Source: an optimization exercise on an open RTL-to-GDS flow (aim: small area and a short achievable clock period). Production flows keep margins and buffers that such runs may drop. Function was not checked in any run shown here: the RTL went through the layout flow alone. Power and IR drop assume default switching activity.

--- design/flow/standard.sh ---
#!/bin/bash
# synth_recipe.tcl (not shown) runs the flow's synth.tcl, then flattens the netlist and writes it again
# the make line also repeats each setting of config.mk as NAME=value (left out here)
make -C /OpenROAD-flow-scripts/flow DESIGN_CONFIG=/design/flow/config.mk WORK_HOME=/design/flow/orfs CLKGATE_MAP_FILE= SYNTH_SCRIPT=/design/flow/synth_recipe.tcl "${@:-finish}"
--- design/flow/design.v ---
module chunk_fifo #(
   parameter int DEPTH = 8,
   parameter int DW    = 256
) (
   input  logic          clk,
   input  logic          reset,
   input  logic          bus_val,
   input  logic          bus_sop,
   input  logic          bus_eop,
   input  logic [5:0]    bus_vbc,
   input  logic [DW-1:0] bus_data,
   output logic          bus_ready,
   output logic          bus_o_val,
   output logic          bus_o_sop,
   output logic          bus_o_eop,
   output logic [5:0]    bus_o_vbc,
   output logic [DW-1:0] bus_o_data,
   input  logic          bus_o_ready,
   output logic          idle,
   output logic          err,
   output logic [15:0]   pkt_cnt
);
   localparam int MD = DEPTH - 1;           
   localparam int EW = DW + 8;
   localparam logic S_IDLE   = 1'b0;
   localparam logic S_IN_PKT = 1'b1;
   logic [MD-1:0][EW-1:0] mem_q;
   logic [EW-1:0]         head_q, head_d, wr_entry;
   logic [MD-1:0]         wr_oh_q, wr_oh_d;       
   logic [MD-1:0]         rd_oh_q, rd_oh_d;       
   logic [MD-1:0]         mem_we_q, mem_we_d;     
   logic [MD-1:0]         mcnt_q, mcnt_d;         
   logic                  valid_q, valid_d;       
   logic                  ready_q, ready_d;
   logic                  wr_idle_q, wr_idle_d;   
   logic                  wr_inpkt_q, wr_inpkt_d; 
   logic                  idle_q, idle_d, idle_d_pre;
   logic                  state_q, state_d;
   logic                  err_q, err_d;
   logic [15:0]           pkt_cnt_q, pkt_cnt_d;
   logic accept, good, push, pop, refill, to_mem;
   logic g32_n, gsm_n, frame_n, val_n;
   logic [MD-1:0] we_if_mem, we_if_not;     
   logic [MD-1:0] cnt_if_mem, cnt_if_not;
   logic          rdy_if_mem, rdy_if_not;
   assign bus_ready  = ready_q;
   assign bus_o_val  = valid_q;
   assign bus_o_sop  = head_q[DW+7];
   assign bus_o_eop  = head_q[DW+6];
   assign bus_o_vbc  = head_q[DW+5:DW];
   assign bus_o_data = head_q[DW-1:0];
   assign idle       = idle_q;
   assign err        = err_q;
   assign pkt_cnt    = pkt_cnt_q;
   assign wr_entry = {bus_sop, bus_eop, bus_vbc, bus_data};
   chunk_fifo_wr_check u_check (
      .bus_val    (bus_val),
      .bus_sop    (bus_sop),
      .bus_eop    (bus_eop),
      .bus_vbc    (bus_vbc),
      .wr_idle_q  (wr_idle_q),
      .wr_inpkt_q (wr_inpkt_q),
      .g32_n      (g32_n),
      .gsm_n      (gsm_n),
      .frame_n    (frame_n),
      .val_n      (val_n),
      .good       (good),
      .push       (push)
   );
   logic          mem_push;                 
   logic [MD-1:0] wr_oh_p, mcnt_p, mem_we_p;
   logic          ready_p, acc_n, st_keep, st_set, st_d_n, ready_d_n, valid_d_n;
   logic [MD-1:0] wr_oh_dn, mcnt_dn, mem_we_dn;
   always_comb begin
      accept   = bus_val & ready_q;
      pop      = valid_q & bus_o_ready;
      refill   = bus_o_ready & mcnt_q[0];
      mem_push = valid_q & (~bus_o_ready | mcnt_q[0]);
      to_mem   = push & mem_push;
      cnt_if_mem = refill ? mcnt_q : {mcnt_q[MD-2:0], 1'b1};
      cnt_if_not = refill ? {1'b0, mcnt_q[MD-1:1]} : mcnt_q;
      we_if_mem  = {wr_oh_q[MD-2:0], wr_oh_q[MD-1]} & {MD{~cnt_if_mem[MD-1]}};
      we_if_not  = wr_oh_q & {MD{~cnt_if_not[MD-1]}};
      rdy_if_mem = ~cnt_if_mem[MD-1];
      rdy_if_not = ~(valid_q & cnt_if_not[MD-1]);
      wr_oh_p  = mem_push ? {wr_oh_q[MD-2:0], wr_oh_q[MD-1]} : wr_oh_q;
      mcnt_p   = mem_push ? cnt_if_mem : cnt_if_not;
      mem_we_p = mem_push ? we_if_mem : we_if_not;
      ready_p  = mem_push ? rdy_if_mem : rdy_if_not;
      rd_oh_d   = refill ? {rd_oh_q[MD-2:0], rd_oh_q[MD-1]} : rd_oh_q;
      pkt_cnt_d = pkt_cnt_q;
      if (pop && head_q[DW+6] && (pkt_cnt_q != 16'hFFFF)) begin
         pkt_cnt_d = pkt_cnt_q + 16'd1;
      end
      acc_n   = ~accept;
      st_set  = accept & ~bus_eop;
      st_keep = ~accept & state_q;
   end
   for (genvar i = 0; i < MD; i++) begin : g_ctl
      chunk_fifo_g_mux2i u_wr (.s(push), .a0(wr_oh_q[i]), .a1(wr_oh_p[i]), .y(wr_oh_dn[i]));
      chunk_fifo_g_mux2i u_cn (.s(push), .a0(cnt_if_not[i]), .a1(mcnt_p[i]), .y(mcnt_dn[i]));
      chunk_fifo_g_mux2i u_we (.s(push), .a0(we_if_not[i]), .a1(mem_we_p[i]), .y(mem_we_dn[i]));
   end
   chunk_fifo_g_mux2i u_rdy (.s(push), .a0(rdy_if_not), .a1(ready_p), .y(ready_d_n));
   chunk_fifo_g_nor2  u_val (.a(push), .b(mem_push), .y(valid_d_n));
   chunk_fifo_g_a21o  u_st  (.a1(good), .a2(st_set), .b1(st_keep), .y(state_d));
   chunk_fifo_g_a21oi u_stn (.a1(good), .a2(st_set), .b1(st_keep), .y(st_d_n));
   chunk_fifo_g_nor2  u_err (.a(good), .b(acc_n), .y(err_d));
   chunk_fifo_g_nor3  u_idl (.a(push), .b(mem_push), .c(state_d), .y(idle_d_pre));
   chunk_fifo_g_nor2  u_wi  (.a(ready_d_n), .b(state_d), .y(wr_idle_d));
   chunk_fifo_g_nor2  u_wp  (.a(ready_d_n), .b(st_d_n), .y(wr_inpkt_d));
   always_comb begin
      wr_oh_d  = ~wr_oh_dn;
      mcnt_d   = ~mcnt_dn;
      mem_we_d = ~mem_we_dn;
      ready_d  = ~ready_d_n;
      valid_d  = ~valid_d_n;
      idle_d   = idle_d_pre;
   end
   localparam int NS = 12;
   localparam int SW = (EW + NS - 1) / NS;
   for (genvar s = 0; s < NS; s++) begin : g_head
      localparam int LO = s * SW;
      localparam int W  = (LO + SW <= EW) ? SW : EW - LO;
      logic [MD*W-1:0] mem_s;
      for (genvar i = 0; i < MD; i++) begin : g_m
         assign mem_s[i*W +: W] = mem_q[i][LO +: W];
      end
      chunk_fifo_head_slice #(.W(W), .MD(MD)) u_slice (
         .reset       (reset),
         .g32_n       (g32_n),
         .gsm_n       (gsm_n),
         .frame_n     (frame_n),
         .val_n       (val_n),
         .bus_o_ready (bus_o_ready),
         .valid_q     (valid_q),
         .mem_ne_q    (mcnt_q[0]),
         .rd_oh_q     (rd_oh_q),
         .head_q      (head_q[LO +: W]),
         .mem_q       (mem_s),
         .wr_data     (wr_entry[LO +: W]),
         .head_d      (head_d[LO +: W])
      );
   end
   always_ff @(posedge clk) begin
      if (reset) begin
         wr_oh_q    <= MD'(1);
         rd_oh_q    <= MD'(1);
         mem_we_q   <= MD'(1);
         mcnt_q     <= '0;
         valid_q    <= 1'b0;
         ready_q    <= 1'b1;
         wr_idle_q  <= 1'b1;
         wr_inpkt_q <= 1'b0;
         idle_q     <= 1'b1;
         state_q    <= S_IDLE;
         err_q      <= 1'b0;
         pkt_cnt_q  <= '0;
      end else begin
         wr_oh_q    <= wr_oh_d;
         rd_oh_q    <= rd_oh_d;
         mem_we_q   <= mem_we_d;
         mcnt_q     <= mcnt_d;
         valid_q    <= valid_d;
         ready_q    <= ready_d;
         wr_idle_q  <= wr_idle_d;
         wr_inpkt_q <= wr_inpkt_d;
         idle_q     <= idle_d;
         state_q    <= state_d;
         err_q      <= err_d;
         pkt_cnt_q  <= pkt_cnt_d;
      end
   end
   always_ff @(posedge clk) begin
      head_q <= head_d;
   end
   always_ff @(posedge clk) begin
      for (int i = 0; i < MD; i++) begin
         if (mem_we_q[i]) mem_q[i] <= wr_entry;
      end
   end
endmodule
module chunk_fifo_wr_check (
   input  logic       bus_val,
   input  logic       bus_sop,
   input  logic       bus_eop,
   input  logic [5:0] bus_vbc,
   input  logic       wr_idle_q,
   input  logic       wr_inpkt_q,
   output logic       g32_n,      
   output logic       gsm_n,      
   output logic       frame_n,    
   output logic       val_n,
   output logic       good,
   output logic       push
);
   logic lo_z0, lo_z1, lo_nz, vbc5_n, sop_n;
   chunk_fifo_g_nor3   u_z0 (.a(bus_vbc[0]), .b(bus_vbc[1]), .c(bus_vbc[2]), .y(lo_z0));
   chunk_fifo_g_nor2   u_z1 (.a(bus_vbc[3]), .b(bus_vbc[4]), .y(lo_z1));
   chunk_fifo_g_nand2  u_nz (.a(lo_z0), .b(lo_z1), .y(lo_nz));
   chunk_fifo_g_inv    u_i5 (.a(bus_vbc[5]), .y(vbc5_n));
   chunk_fifo_g_inv    u_is (.a(bus_sop), .y(sop_n));
   chunk_fifo_g_inv    u_iv (.a(bus_val), .y(val_n));
   chunk_fifo_nand3    u_g32 (.a(bus_vbc[5]), .b(lo_z0), .c(lo_z1), .y(g32_n));
   chunk_fifo_nand3    u_gsm (.a(vbc5_n), .b(bus_eop), .c(lo_nz), .y(gsm_n));
   chunk_fifo_g_a22oi  u_fr (.a1(bus_sop), .a2(wr_idle_q), .b1(sop_n), .b2(wr_inpkt_q), .y(frame_n));
   chunk_fifo_g_a21oi  u_good (.a1(g32_n), .a2(gsm_n), .b1(frame_n), .y(good));
   chunk_fifo_g_a211oi u_push (.a1(g32_n), .a2(gsm_n), .b1(val_n), .c1(frame_n), .y(push));
endmodule
module chunk_fifo_head_slice #(
   parameter int W  = 22,
   parameter int MD = 7
) (
   input  logic            reset,
   input  logic            g32_n,
   input  logic            gsm_n,
   input  logic            frame_n,
   input  logic            val_n,
   input  logic            bus_o_ready,
   input  logic            valid_q,
   input  logic            mem_ne_q,
   input  logic [MD-1:0]   rd_oh_q,
   input  logic [W-1:0]    head_q,
   input  logic [MD*W-1:0] mem_q,
   input  logic [W-1:0]    wr_data,
   output logic [W-1:0]    head_d
);
   logic sel_hold, sel_bus, head_busy;
   logic [MD-1:0] sel_mem;
   always_comb begin
      sel_hold = ~reset & valid_q & ~bus_o_ready;
      sel_mem  = {MD{~reset & bus_o_ready & mem_ne_q}} & rd_oh_q;
      head_busy = ~(~valid_q | (bus_o_ready & ~mem_ne_q));
   end
   logic bus_off;
   chunk_fifo_g_or3    u_off (.a(reset), .b(val_n), .c(head_busy), .y(bus_off));
   chunk_fifo_g_a211oi u_sel_bus (.a1(g32_n), .a2(gsm_n), .b1(bus_off), .c1(frame_n), .y(sel_bus));
   for (genvar b = 0; b < W; b++) begin : g_bit
      logic [3:0] t;
      chunk_fifo_aoi222 u_t0 (
         .a1(sel_hold),   .b1(head_q[b]),
         .a2(sel_mem[0]), .b2(mem_q[0*W + b]),
         .a3(sel_mem[1]), .b3(mem_q[1*W + b]),
         .y (t[0])
      );
      chunk_fifo_aoi222 u_t1 (
         .a1(sel_mem[2]), .b1(mem_q[2*W + b]),
         .a2(sel_mem[3]), .b2(mem_q[3*W + b]),
         .a3(sel_mem[4]), .b3(mem_q[4*W + b]),
         .y (t[1])
      );
      chunk_fifo_g_a22oi u_t2 (
         .a1(sel_mem[5]), .a2(mem_q[5*W + b]),
         .b1(sel_mem[6]), .b2(mem_q[6*W + b]),
         .y (t[2])
      );
      chunk_fifo_g_nand2 u_t3 (.a(sel_bus), .b(wr_data[b]), .y(t[3]));
      chunk_fifo_g_nand4 u_or (.a(t[0]), .b(t[1]), .c(t[2]), .d(t[3]), .y(head_d[b]));
   end
endmodule
module chunk_fifo_aoi222 (
   input  logic a1, b1, a2, b2, a3, b3,
   output logic y
);
   assign y = ~((a1 & b1) | (a2 & b2) | (a3 & b3));
endmodule
module chunk_fifo_nand3 (
   input  logic a, b, c,
   output logic y
);
   assign y = ~(a & b & c);
endmodule
module chunk_fifo_g_inv (input logic a, output logic y);
   assign y = ~a;
endmodule
module chunk_fifo_g_nand2 (input logic a, b, output logic y);
   assign y = ~(a & b);
endmodule
module chunk_fifo_g_nor2 (input logic a, b, output logic y);
   assign y = ~(a | b);
endmodule
module chunk_fifo_g_nor3 (input logic a, b, c, output logic y);
   assign y = ~(a | b | c);
endmodule
module chunk_fifo_g_and2 (input logic a, b, output logic y);
   assign y = a & b;
endmodule
module chunk_fifo_g_a22oi (input logic a1, a2, b1, b2, output logic y);
   assign y = ~((a1 & a2) | (b1 & b2));
endmodule
module chunk_fifo_g_or3 (input logic a, b, c, output logic y);
   assign y = a | b | c;
endmodule
module chunk_fifo_g_nand4 (input logic a, b, c, d, output logic y);
   assign y = ~(a & b & c & d);
endmodule
module chunk_fifo_g_a21oi (input logic a1, a2, b1, output logic y);
   assign y = ~((a1 & a2) | b1);
endmodule
module chunk_fifo_g_a211oi (input logic a1, a2, b1, c1, output logic y);
   assign y = ~((a1 & a2) | b1 | c1);
endmodule
module chunk_fifo_g_mux2i (input logic s, a0, a1, output logic y);
   assign y = ~(s ? a1 : a0);
endmodule
module chunk_fifo_g_a21o (input logic a1, a2, b1, output logic y);
   assign y = (a1 & a2) | b1;
endmodule
--- design/flow/flow/run.sh ---
#!/bin/bash
# Standard ORFS layout (the standard.sh, unchanged synthesis), except that the port
# buffers are sky130_fd_sc_hd__buf_2 instead of the delay-cell buffer buffer_ports picks
# by default. Every make/OpenROAD/Yosys log stays under orfs/logs; make's own output goes
# to flow_make.log in this folder.
set -euo pipefail
bash standard.sh "BUFFER_PORTS_ARGS=-buffer_cell sky130_fd_sc_hd__buf_2" finish > flow_make.log 2>&1
--- design/flow/constraint.sdc ---
create_clock -name core_clock -period 4.2 [get_ports {clk}]
set_input_delay 0.8400 -clock core_clock [delete_from_list [all_inputs] [get_ports {clk}]]
set_output_delay 0.8400 -clock core_clock [all_outputs]
set_load 0.01 [all_outputs]
--- design/flow/config.mk ---
export PLATFORM = sky130hd
export DESIGN_NAME = chunk_fifo
export DESIGN_NICKNAME = chunk_fifo
export VERILOG_FILES = /design/flow/design.v
export SDC_FILE = /design/flow/constraint.sdc
export NUM_CORES = 4
export LEC_CHECK = 0
export CAP_MARGIN = 20
export CORE_MARGIN = 2
export CORE_UTILIZATION = 60
export CTS_CLUSTER_DIAMETER = 150
export CTS_CLUSTER_SIZE = 30
export SETUP_SLACK_MARGIN = 2.0
export SLEW_MARGIN = 20
export SYNTH_HIERARCHICAL = 1
export SYNTH_MINIMUM_KEEP_SIZE = 0
==> results of run 1 <==
==> worst paths after layout <==
path,start,endpoint,slack (ns),depth (start not counted)
max reg2reg,rd_oh_q[1],head_q[28],2.03,5
max,valid_q,bus_o_val,2.02,1
min,bus_data[218],mem_q[1538],0.37,1
min reg2reg,mem_q[1274],head_q[218],0.46,2
==> state kept, by name, indices dropped and copies added, names as in the netlist <==
signal and flops:
mem_we_q 7, wr_idle_q 1, ready_q 1, valid_q 1
wr_inpkt_q 1, wr_oh_q 7, mem_q 1848, err_q 1
mcnt_q 7, state_q 1, head_q 264, idle_q 1
pkt_cnt_q 16, rd_oh_q 7
==> kinds of logic (layout without fill, tap and decap cells) <==
family	count (synthesis)	count (layout)
buffers and inverters	37	893
flip-flops	2163	2163
AND/OR/NAND/NOR	790	790
other	0	31
adder cells (fa/ha/maj)	1	1
AO/OA/AOI/OAI	860	860
multiplexers	37	37
==> modules after synthesis (local to each module, per instance), a selection <==
module               times used  area [sq um]
chunk_fifo_g_nor2             5         3.754
chunk_fifo_g_nand2          265         3.754
chunk_fifo                    1         62960
chunk_fifo_aoi222           528         10.01
chunk_fifo_g_mux2i           22         10.01
chunk_fifo_g_a211oi          13         12.51
chunk_fifo_g_nor3             2         10.01
chunk_fifo_g_inv              3         3.754
chunk_fifo_g_a21oi            2         8.758
chunk_fifo_g_a22oi          265         12.51
chunk_fifo_g_or3             12         6.256
chunk_fifo_g_a21o             1         7.507
chunk_fifo_g_nand4          264         6.256
chunk_fifo_nand3              2         5.005
==> report_power, final <==
| group | switching, mW | internal (mW) |
|---|---|---|
| registers | 0.0560 | 23.4 |
| logic | 0.439 | 0.175 |
| clock network | 6.14 | 3.97 |
==> per-layer routing <==
layer | vias up | GRT usage | wire length (um)
li1 | 18719 | - | -
met1 | 22120 | 0.4110 | 75850
met2 | 2086 | 0.4660 | 92470
met4 | 60 | 0.08505 | 5278
met5 | - | 0 | 370
met3 | 322 | 0.07089 | 19920
==> through the flow <==
stage / cells / utilization / area [sq um] / power, mW / setup WS [ns]
final: 6425 / 0.6772 / 84920 / 34.18 / 2.016
after global placement: 6233 / 0.6550 / 82140 / 24.52 / 0.7330
after floorplan: 3888 / - / 75740 / 24.06 / 1.131
after global routing: 6414 / 0.6769 / 84890 / 35.12 / 1.954
after detailed placement: 6233 / 0.6550 / 82140 / 24.55 / 0.7032
after CTS: 6391 / 0.6759 / 84770 / 34.35 / 1.771
==> layout make-up <==
| class | instances | area [sq um] |
|---|---|---|
| Timing Repair Buffer | 718 | 4410 |
| Antenna cell | 31 | 77.57 |
| Inverter | 25 | 97.59 |
| Tap cell | 1650 | 2064 |
| Fill cell | 8393 | 40490 |
| Clock inverter | 2 | 38.79 |
| Sequential cell | 2163 | 61860 |
| Multi-Input combinational cell | 1688 | 13970 |
| Clock buffer | 148 | 2406 |
==> synth_stat cells, types with 2 or more instances <==
cell type	n
or3_1	16
or2_2	2
nor3_1	6
o21ai_0	4
nand2b_1	5
nor2b_4	12
a222oi_1	528
a21oi_2	2
dfxtp_1	315
nand3_1	4
nand2_1	310
or4_1	2
a211oi_1	3
nor3b_1	13
edfxtp_1	1848
a21o_1	2
clkbuf_1	9
a21boi_0	12
nand3_2	2
mux2_2	4
mux2i_1	31
a21oi_1	14
a31oi_1	2
a211oi_2	13
inv_1	25
a22oi_2	265
a22o_1	8
nand4_1	266
and2_1	3
buf_1	2
o31ai_1	2
nor2b_1	15
mux2_1	2
and3_1	85
o41ai_1	2
nor3_2	2
nor2_1	40
==> timing repair <==
item / 4_1_cts / 5_1_grt
pin swaps: 1 / 0
buffers inserted: 8 / 3
setup endpoints to repair: 285 / 91
hold buffers: 0 / 0
gates resized for setup: 34 / 25
hold endpoints to repair: 0 / 0
==> impl_summary.log, run 1 <==
[metrics] Compound-Gate Fraction of Synth Area: 0.1208
[metrics] TNS Setup: 0 ns
[metrics] placed wire-length estimate: 108.0 mm
[metrics] cell area power density: 402.5 mW/mm^2
[metrics] count of input and output buffers: 551
[metrics] total congestion overflow: 0
[metrics] Pins Over Slew Limit: 0
[metrics] worst hold path class: input pin to register
[metrics] most used flip-flop cell after synthesis: edfxtp_1
[metrics] CTS tree: built
[metrics] WL per Instance: 30.18 um
[metrics] basic-gate share of the synthesized area counting and, or, nand and nor cells: 0.05546
[metrics] gr usage total: 0.2940
[metrics] Clock Pin Slew Worst Setup and Hold Paths: 0.11 ns
[metrics] xor and xnor fraction of the mapped netlist area: 0
[metrics] critical path capture point type: output port
[metrics] crit path DAT: 1.34 ns
[metrics] fraction of synthesized area in multiplexers: 0.004994
[metrics] Max Clock Skew: 0.03117 ns
[metrics] initial antenna violation count: 77
[metrics] fraction of layout instances using a drive strength above 1: 0.2468
[metrics] global-route wire length before repair: 281.1 mm
[metrics] number of global-route vias before repair: 41609
[metrics] area of the die: 0.1290 sq mm
[metrics] fraction of synthesis flops using an asynchronous set or reset pin: 0
[metrics] number of detailed-route iterations in the first pass: 6
[metrics] TritonCTS buffer count: 82
[metrics] mean number of vias per cell: 6.740
[metrics] Net Count, Synth: 4157
[metrics] maximum number of pins on one net before global-route repair: 83
[metrics] count of routing violations after the opening detailed-route iteration: 6624
[metrics] IO Count: 552
[metrics] maximum clock frequency: 457.9 MHz
[metrics] CP required: 3.36 ns
[metrics] height of the die: 359.1 um
[metrics] count of antenna-violating nets left after detailed routing: 0
[metrics] Chip Width: 359.1 um
[metrics] standard-cell row count: 130
[metrics] transition at the pin with the smallest max-transition slack: 1.114 ns
[metrics] wire length reported by the detailed router: 193.9 mm
[metrics] Hold WS: 0.3743 ns
[metrics] Max-cap violations: 0
[metrics] H-tree Lvls: 3
[metrics] area share of fa/ha/maj cells after synthesis: 0.0001654
[metrics] cell family with the largest share of critical-path delay: flip-flops
[metrics] placer congestion estimate: 0.8056
[metrics] worst vdd ir: 441.8 uV
[metrics] cell accounting for the most synthesized area: edfxtp_1
[metrics] post-route minimum period: 2.184 ns
[metrics] Static Leak: 28.05 nW
[metrics] root cell of the clock tree: clkbuf_16
[metrics] critical-path cell list: buf_2
[metrics] Distinct cells, synth: 49
[metrics] Hold Violations, Final: 0
[metrics] register bit count reported by yosys: 2163
[metrics] final setup violation count: 0
[metrics] Clock Path Buffers: 3
[metrics] clock insertion delay at the later pin of the skew report: 0.72 ns
[metrics] status: no timing/DRC/antenna violations
[metrics] most used cells in the layout excluding fill and tap cells: edfxtp_1, buf_2, a222oi_1
[metrics] Synth top area share: 0.7334
[metrics] Avg Inst Size Synth: 19.46 sq um
[metrics] number of vias in the routed layout: 43307
[metrics] starting density of the core: 0.6034
[metrics] post-synthesis to final-layout area growth: 12.23%
[metrics] total of warnings raised by yosys: 8
[metrics] slew margin rel.: 0.2573
[metrics] main area contributors after synthesis: edfxtp_1, dfxtp_1, a222oi_1
[metrics] fin nets: 4947
[metrics] Num Clock Sinks: 2163
[metrics] Post-synth EDFFs: 1848
[metrics] largest driver fanout on the critical path: 5
[metrics] unrepaired setup endpoints after global routing: true
[metrics] final worst-path cycle share: 0.5200
[metrics] CP max stage delay: 0.47 ns
[metrics] most common library cell in the layout ignoring fill and taps: edfxtp_1
[metrics] Crit-path slowest cell: dfxtp_4
[metrics] CP Buf/Inv Count: 1
[metrics] number of instances in the synthesized netlist: 3888
[metrics] portion of the post-synthesis area used by sequential elements: 0.8167
[metrics] Synth Cell Area: 0.07567 sq mm
[metrics] placeable core area: 0.1254 sq mm
[metrics] worst setup path category: register to output port
[metrics] critical path launch point type: register
[metrics] main combinational cell family by area after synthesis: compound AO/OA/AOI/OAI gates
[metrics] Post-route DRC: 0
==> run 2: changes to the inputs <==
--- a/design/flow/config.mk
+++ b/design/flow/config.mk
@@ -12,3 +12,3 @@
 export CTS_CLUSTER_SIZE = 30
-export SETUP_SLACK_MARGIN = 2.0
+export SETUP_SLACK_MARGIN = 2.25
 export SLEW_MARGIN = 20
==> impl_summary.log, run 2 <==
[metrics] hold path startpoint: bus_data[111]
[metrics] post-synthesis to final-layout area growth: 18.20%
[metrics] total congestion overflow: 0 (unchanged)
[metrics] TritonCTS buffer count: 82 (unchanged)
[metrics] crit path DAT: 2.79 ns (+1.45 ns)
[metrics] Hold WS: 0.3834 ns (+0.009131 ns)
[metrics] most used flip-flop cell after synthesis: edfxtp_1
[metrics] transition at the pin with the smallest max-transition slack: 0.8639 ns (-0.2501 ns)
[metrics] WL per Instance: 31.03 um (+2.8%)
[metrics] global-route wire length before repair: 285.0 mm (+1.4%)
[metrics] mean number of vias per cell: 6.787 (+0.69%)
[metrics] initial antenna violation count: 79 (+2.6%)
[metrics] most common library cell in the layout ignoring fill and taps: edfxtp_1
[metrics] worst hold path class: input pin to register
[metrics] met2 Usage GRT: 0.4742 (+0.008230)
[metrics] length in cells of the worst reg-to-reg path: 10 (+5)
[metrics] Post-synth EDFFs: 1848 (unchanged)
[metrics] Num Clock Sinks: 2163 (unchanged)
[metrics] Chip Width: 359.1 um (unchanged)
[metrics] post-route minimum period: 2.133 ns (-0.05063 ns)
[metrics] gr usage total: 0.2982 (+0.004185)
[metrics] number of flip-flops under the largest register name: 1848 (unchanged)
[metrics] placeable core area: 0.1254 sq mm (unchanged)
[metrics] number of detailed-route iterations in the first pass: 9 (+3)
[metrics] main area contributors after synthesis: edfxtp_1, dfxtp_1, a222oi_1
[metrics] Max-cap violations: 0 (unchanged)
[metrics] root cell of the clock tree: clkbuf_16
[metrics] fraction of layout instances using a drive strength above 1: 0.3546 (+0.1078)
[metrics] count of input and output buffers: 551 (unchanged)
[metrics] number of cells in the finished layout apart from fillers: 6530 (+1.6%)
[metrics] Max Clock Skew: 0.03114 ns (-0.00003530 ns)
[metrics] critical path capture point type: register
[metrics] starting density of the core: 0.6034 (unchanged)
[metrics] total of warnings raised by yosys: 8 (unchanged)
[metrics] hold depth: 1 (unchanged)
[metrics] final setup violation count: 0 (unchanged)
[metrics] Crit-path slowest cell: dfxtp_4
[metrics] IO Count: 552 (unchanged)
[metrics] largest registers: mem_q x1848, head_q x264, pkt_cnt_q x16
[metrics] Static Leak: 29.65 nW (+5.7%)
[metrics] number of instances in the synthesized netlist: 3888 (unchanged)
[metrics] number of global-route vias before repair: 42081 (+1.1%)
[metrics] sink of the worst hold path: mem_q[375]
[metrics] M1 GR Usage: 0.4161 (+0.005081)
[metrics] Reg-to-Reg Start: valid_q
[metrics] H-tree Lvls: 3 (unchanged)
[metrics] Pins Over Slew Limit: 0 (unchanged)
[metrics] Clock Path Buffers: 3 (unchanged)
[metrics] most used cells in the layout excluding fill and tap cells: edfxtp_1, a222oi_1, buf_6
[metrics] fin nets: 5056 (+2.2%)
[metrics] Post-route DRC: 0 (unchanged)
[metrics] Synth Cell Area: 0.07567 sq mm (unchanged)
[metrics] Inst Count DP: 6233 (unchanged)
[metrics] wire length reported by the detailed router: 202.6 mm (+4.5%)
[metrics] placed wire-length estimate: 108.0 mm (unchanged)
[metrics] worst setup path category: register to register
[metrics] Avg Inst Size Synth: 19.46 sq um (unchanged)
[metrics] largest driver fanout on the critical path: 6 (+1)
[metrics] slew margin rel.: 0.4241 (+0.1668)
[metrics] most common library cells after synthesis: edfxtp_1, a222oi_1, dfxtp_1
[metrics] worst vdd ir: 441.9 uV (about the same)
[metrics] most used routing layer: met2
[metrics] Hold Violations, Final: 0 (unchanged)
[metrics] critical path launch point type: register
[metrics] cell area power density: 384.0 mW/mm^2 (-4.6%)
[metrics] Clock Pin Slew Worst Setup and Hold Paths: 0.12 ns (about the same)
[metrics] GR Util met3: 0.07089 (unchanged)
[metrics] status: no timing/DRC/antenna violations
[metrics] CP max stage delay: 0.41 ns (-0.06 ns)
[metrics] clock insertion delay at the later pin of the skew report: 0.72 ns (about the same)
[metrics] count of antenna-violating nets left after detailed routing: 0 (unchanged)
[metrics] number of vias in the routed layout: 44319 (+2.3%)
[metrics] maximum number of pins on one net before global-route repair: 83 (unchanged)
[metrics] area of the die: 0.1290 sq mm (unchanged)
[metrics] CP required: 4.85 ns (+1.49 ns)
[metrics] TNS Setup: 0 ns (unchanged)
[metrics] standard-cell row count: 130 (unchanged)
[metrics] CTS tree: built
[metrics] unrepaired setup endpoints after global routing: true
[metrics] placer congestion estimate: 0.8056 (unchanged)
[metrics] critical-path cell list: buf_6, buf_8, a21boi_2, or3_4, a211oi_4, buf_12, buf_8, buf_12, nand2_2, nand4_1
[metrics] register containing the most flip-flops in the final layout: mem_q
[metrics] register bit count reported by yosys: 2163 (unchanged)
[metrics] endpoint of the lowest-slack register-to-register path: head_q[192]
[metrics] library cell with the highest instance count after synthesis: edfxtp_1
[metrics] cell accounting for the most synthesized area: edfxtp_1
[metrics] Post-CTS Hold Buffers: 0 (unchanged)
[metrics] height of the die: 359.1 um (unchanged)
[metrics] final worst-path cycle share: 0.5079 (-0.01205)
[metrics] count of routing violations after the opening detailed-route iteration: 7048 (+6.4%)
[metrics] slack of the worst reg-to-reg path: 2.07 ns (+0.04 ns)
[metrics] Net Count, Synth: 4157 (unchanged)
[metrics] Synth top area share: 0.7334 (unchanged)
[metrics] portion of the post-synthesis area used by sequential elements: 0.8167 (unchanged)
[metrics] maximum clock frequency: 468.8 MHz (+2.4%)
[metrics] fraction of synthesis flops using an asynchronous set or reset pin: 0 (unchanged)
[metrics] Distinct cells, synth: 49 (unchanged)
[run 2: modules after synthesis, one instance, submodules excluded, a selection]
module / cells / times used / cell area [sq um]
chunk_fifo: 2372 / 1 / 62960
chunk_fifo_aoi222: 1 / 528 / 10.01
chunk_fifo_g_a211oi: 1 / 13 / 12.51
chunk_fifo_g_a22oi: 1 / 265 / 12.51
chunk_fifo_g_inv: 1 / 3 / 3.754
chunk_fifo_g_mux2i: 1 / 22 / 10.01
chunk_fifo_g_nand2: 1 / 265 / 3.754
chunk_fifo_g_nand4: 1 / 264 / 6.256
[run 2: critical path, delay by kind of cell (launching register included)]
kind / cells / cell delay, ns
AO/OA/AOI/OAI: 2 / 0.41
buffers and inverters: 5 / 0.70
flip-flops: 1 / 0.41
AND/OR/NAND/NOR: 3 / 0.54
[run 2: final cells by class]
type / instances / area [sq um]
well taps: 1650 / 2064
diodes: 27 / 67.56
flip-flops and latches: 2163 / 62230
clock inverters: 2 / 38.79
repair buffers: 826 / 7829
fillers: 7861 / 35970
inverters: 25 / 97.59
multi-input cells: 1689 / 14700
clock buffers: 148 / 2406
[run 2: through the flow]
| stage | utilization | power (mW) | setup slack, ns | instance area, sq um |
|---|---|---|---|---|
| floorplan | - | 24.06 | 1.131 | 75740 |
| global placement | 0.6550 | 24.52 | 0.7330 | 82140 |
| detailed placement | 0.6550 | 24.55 | 0.7032 | 82140 |
| CTS | 0.6978 | 34.41 | 2.031 | 87510 |
| global route | 0.7131 | 35.25 | 2.024 | 89420 |
| finish | 0.7132 | 34.35 | 2.067 | 89440 |
[run 2: metal layers]
layer | part of all wire | up-vias
met4 | 0.026 | 62
met5 | 0.0019 | -
li1 | - | 18961
met1 | 0.38 | 22711
met2 | 0.48 | 2259
met3 | 0.11 | 326
[run 2: power breakdown]
| group | internal [mW] | switching (mW) | leakage [nW] |
|---|---|---|---|
| sequential | 23.4 | 0.0630 | 19.7 |
| combinational | 0.258 | 0.489 | 8.77 |
| clock | 3.98 | 6.17 | 1.16 |
[run 2: worst max path at each step]
stage,startpoint,to,cells after the start
floorplan,bus_vbc[2],wr_idle_q,6
global placement,bus_o_ready,wr_inpkt_q,8
detailed placement,bus_o_ready,head_q[100],6
CTS,valid_q,bus_o_val,1
global route,valid_q,bus_o_val,1
finish,valid_q,head_q[192],10
[run 2: repair_timing]
item	in CTS	in global routing
endpoints found under the setup margin	641	615
gates resized for setup	788	275
gates cloned	3	28
pin swaps	2	139
setup buffers	44	45
[run 2: cell families after synthesis]
family          after synthesis  share of synthesized area
compound gates              860                     0.1208
fa+ha+maj                     1                  0.0001653
buf+inv                      37                   0.001852
flops                      2163                     0.8167
mux                          37                   0.004994
simple gates                790                    0.05546
==> run 3: changes to the inputs <==
==> design/flow/flow/run.sh (replaced) <==
#!/bin/bash
# Standard ORFS layout (the standard.sh, unchanged synthesis), except that the port
# buffers are sky130_fd_sc_hd__buf_1 instead of the delay-cell buffer buffer_ports picks
# by default. Every make/OpenROAD/Yosys log stays under orfs/logs; make's own output goes
# to flow_make.log in this folder.
set -euo pipefail
bash standard.sh "BUFFER_PORTS_ARGS=-buffer_cell sky130_fd_sc_hd__buf_1" finish > flow_make.log 2>&1
--- a/design/flow/config.mk
+++ b/design/flow/config.mk
@@ -9,6 +9,6 @@
 export CORE_MARGIN = 2
-export CORE_UTILIZATION = 60
+export CORE_UTILIZATION = 65
 export CTS_CLUSTER_DIAMETER = 150
 export CTS_CLUSTER_SIZE = 30
-export SETUP_SLACK_MARGIN = 2.25
+export SETUP_SLACK_MARGIN = 2.1
 export SLEW_MARGIN = 20
==> impl_summary.log, run 3 <==
[metrics] clock insertion delay at the later pin of the skew report: 0.72 ns (about the same)
[metrics] number of vias in the routed layout: 43145 (-2.6%)
[metrics] crit path DAT: 1.35 ns (-1.44 ns)
[metrics] final worst-path cycle share: 0.5221 (+0.01423)
[metrics] Post-CTS Hold Buffers: 0 (unchanged)
[metrics] largest driver fanout on the critical path: 2 (-4)
[metrics] Area after DPL: 0.08133 sq mm (-0.99%)
[metrics] portion of the post-synthesis area used by sequential elements: 0.8167 (unchanged)
[metrics] CTS tree: built
[metrics] Distinct cells, synth: 49 (unchanged)
[metrics] starting density of the core: 0.6529 (+0.04954)
[metrics] maximum number of pins on one net before global-route repair: 118 (+42%)
[metrics] critical path launch point type: register
[metrics] Max-cap violations: 0 (unchanged)
[metrics] global-route wire length before repair: 272.5 mm (-4.4%)
[metrics] final design utilization: 0.7351 (+0.02193)
[metrics] maximum clock frequency: 456.0 MHz (-2.7%)
[metrics] number of detailed-route iterations in the first pass: 10 (+1)
[metrics] unrepaired setup endpoints after global routing: true
[metrics] worst vdd ir: 556.2 uV (+26%)
[metrics] largest registers: mem_q x1848, head_q x264, pkt_cnt_q x16
[metrics] number of flip-flops under the largest register name: 1848 (unchanged)
[metrics] total congestion overflow: 0 (unchanged)
[metrics] critical path capture point type: output port
[metrics] Clock Path Buffers: 3 (unchanged)
[metrics] Net Count, Synth: 4157 (unchanged)
[metrics] placeable core area: 0.1159 sq mm (-7.6%)
[metrics] Post-route DRC: 0 (unchanged)
[metrics] library cell with the highest instance count after synthesis: edfxtp_1
[metrics] Filler Cells Inserted: 7078 (-10%)
[metrics] height of the die: 345.2 um (-3.9%)
[metrics] number of cells in the finished layout apart from fillers: 6320 (-3.2%)
[metrics] IO Count: 552 (unchanged)
[metrics] mean number of vias per cell: 6.827 (+0.59%)
[metrics] count of antenna-violating nets left after detailed routing: 0 (unchanged)
[metrics] root cell of the clock tree: clkbuf_16
[metrics] fraction of layout instances using a drive strength above 1: 0.2185 (-0.1361)
[metrics] count of routing violations after the opening detailed-route iteration: 6230 (-12%)
[metrics] initial antenna violation count: 44 (-44%)
[metrics] Reg-to-Reg Start: rd_oh_q[3]
[metrics] Crit-path slowest cell: dfxtp_4
[metrics] post-route minimum period: 2.193 ns (+0.05976 ns)
[metrics] most used cells in the layout excluding fill and tap cells: edfxtp_1, a222oi_1, nand2_1
[metrics] final design instance area without fill: 0.08519 sq mm (-4.7%)
[metrics] post-synthesis to final-layout area growth: 12.59%
[metrics] area of the die: 0.1192 sq mm (-7.6%)
[metrics] Avg Inst Size Synth: 19.46 sq um (unchanged)
[metrics] placed wire-length estimate: 105.0 mm (-2.8%)
[metrics] fraction of synthesis flops using an asynchronous set or reset pin: 0 (unchanged)
[metrics] Clock Pin Slew Worst Setup and Hold Paths: 0.11 ns (about the same)
[metrics] total of warnings raised by yosys: 8 (unchanged)
[metrics] worst setup path category: register to output port
[metrics] wire length reported by the detailed router: 186.1 mm (-8.1%)
[metrics] Synth Cell Area: 0.07567 sq mm (unchanged)
[metrics] fin nets: 4979 (-1.5%)
[metrics] TNS Setup: 0 ns (unchanged)
[metrics] Post-synth EDFFs: 1848 (unchanged)
[metrics] Inst Count DP: 6118 (-1.8%)
[metrics] most common library cell in the layout ignoring fill and taps: edfxtp_1
[metrics] slew margin rel.: 0.3190 (-0.1051)
[metrics] worst hold path class: input pin to register
[metrics] number of global-route vias before repair: 41742 (-0.81%)
[metrics] transition at the pin with the smallest max-transition slack: 1.022 ns (+0.1576 ns)
[metrics] Pins Over Slew Limit: 0 (unchanged)
[metrics] standard-cell row count: 125 (-3.8%)
[metrics] H-tree Lvls: 3 (unchanged)
[metrics] status: no timing/DRC/antenna violations
[metrics] placer congestion estimate: 0.7935 (-1.5%)
[metrics] WL per Instance: 29.45 um (-5.1%)
[metrics] CP max stage delay: 0.39 ns (-0.02 ns)
[metrics] number of instances in the synthesized netlist: 3888 (unchanged)
[metrics] most used flip-flop cell after synthesis: edfxtp_1
[metrics] Max Clock Skew: 0.03394 ns (+0.002806 ns)
[metrics] register containing the most flip-flops in the final layout: mem_q
[metrics] TritonCTS buffer count: 82 (unchanged)
[metrics] final setup violation count: 0 (unchanged)
[metrics] main area contributors after synthesis: edfxtp_1, dfxtp_1, a222oi_1
[metrics] Synth top area share: 0.7334 (unchanged)
[metrics] Hold Violations, Final: 0 (unchanged)
[metrics] register bit count reported by yosys: 2163 (unchanged)
[metrics] Static Leak: 27.48 nW (-7.3%)
[metrics] count of input and output buffers: 551 (unchanged)
[metrics] CP required: 3.36 ns (-1.49 ns)
[metrics] gr usage total: 0.3074 (+0.009212)
[metrics] critical-path cell list: buf_12, buf_6
[metrics] total power: 33.95 mW (-1.2%)
[metrics] cell accounting for the most synthesized area: edfxtp_1
[metrics] cell area power density: 398.5 mW/mm^2 (+3.8%)
[metrics] most common library cells after synthesis: edfxtp_1, a222oi_1, dfxtp_1
[metrics] hold path startpoint: bus_vbc[3]
[metrics] Crit. Startpoint: valid_q
[metrics] Chip Width: 345.2 um (-3.9%)
[metrics] Num Clock Sinks: 2163 (unchanged)
run 3: stage by stage:
step           hold WS, ns  setup slack (ns)
2_1_floorplan       0.4431             1.131
3_3_place_gp        0.4490             1.078
3_5_place_dp        0.4558             1.062
4_1_cts             0.4165             1.970
5_1_grt             0.4439             1.972
6_report            0.4491             2.007
run 3: what timing repair did:
action                     in CTS  in global routing
buffers inserted               22                  9
resized for setup             494                108
setup endpoints to repair     529                224
pin swaps                       3                  2
gates cloned                    1                  0
run 3: cell type report:
class / count / area [sq um] / area share
flip-flops and latches: 2163 / 62050 / 0.7284
multi-input cells: 1688 / 13970 / 0.1640
repair buffers: 750 / 4717 / 0.05537
clock buffers: 144 / 2306 / 0.02707
well taps: 1524 / 1907 / 0.02238
inverters: 25 / 97.59 / 0.001146
clock inverters: 7 / 93.84 / 0.001101
diodes: 19 / 47.55 / 0.0005581
run 3: path summary, 6_finish.rpt:
check        slack, ns           to  cells past startpoint
min               0.45   mem_q[523]                      1
min reg2reg       0.45  head_q[206]                      2
max reg2reg       2.16    head_q[3]                      5
max               2.01    bus_o_val                      2
run 3: Yosys stat by module (local to each module, per instance), excerpt:
| module | cell area [sq um] | cells | flip-flops and latches |
|---|---|---|---|
| chunk_fifo | 62960 | 2372 | 2163 |
| chunk_fifo_g_or3 | 6.256 | 1 | 0 |
| chunk_fifo_g_nor2 | 3.754 | 1 | 0 |
| chunk_fifo_g_nand2 | 3.754 | 1 | 0 |
| chunk_fifo_g_a211oi | 12.51 | 1 | 0 |
| chunk_fifo_g_a22oi | 12.51 | 1 | 0 |
| chunk_fifo_g_a21o | 7.507 | 1 | 0 |
| chunk_fifo_g_nand4 | 6.256 | 1 | 0 |
run 3: kinds of logic after synthesis:
group / Yosys count / share of synthesized area
compound gates: 860 / 0.1208
simple gates: 790 / 0.05546
buf+inv: 37 / 0.001852
fa+ha+maj: 1 / 0.0001653
flops: 2163 / 0.8167
mux: 37 / 0.004994
run 3: worst max-delay path, delay by kind of cell (launching register included):
kind	cells	cell delay, ns
buffers and inverters	2	0.24
DFF	1	0.39
run 3: where the power goes:
group / switching, mW / total (mW) / internal [mW]
clock: 6.06 / 9.91 / 3.85
sequential: 0.0587 / 23.5 / 23.4
combinational: 0.430 / 0.588 / 0.158
run 3: routing by layer:
metal  part of all wire  vias to the layer above  wire (um)  track usage
li1                   -                    18774          -            -
met4              0.021                       46       3867      0.08226
met2               0.49                     2134      91190       0.4984
met1               0.38                    21939      70980       0.4261
met5             0.0016                        -        299            0
met3               0.11                      252      19780      0.07152

-- port drivers added, routing unchanged --
The flow's constraints put no driver on any port. The routed layouts listed below were extracted and timed again, unchanged, in two steps. Step 1, drivers: a clkbuf_16 drives clk and a buf_2 each remaining input, both assumed. Step 2 adds t to the input delays and takes it off the output delays; t is the mean of the earliest and latest rising clock arrival at the registers after step 1. Input paths then give back, and output paths get back, about the clock's delay inside the block. Three values: ideal ports, drivers, drivers and shift; two values: the first two.
run | t (ns) | slack for setup (ns) | worst setup path at the end
run 1 | 0.788 | 2.016 / 1.937 / 1.265 | input to register
run 2 | 0.790 | 2.067 / 1.998 / 1.331 | input to register
run 3 | 0.782 | 2.007 / 1.930 / 1.345 | input to register
After both steps every run listed still meets setup and hold. The setup slack of run 1, which loses most, moves by -0.079 ns with the drivers and by -0.751 ns with both steps.
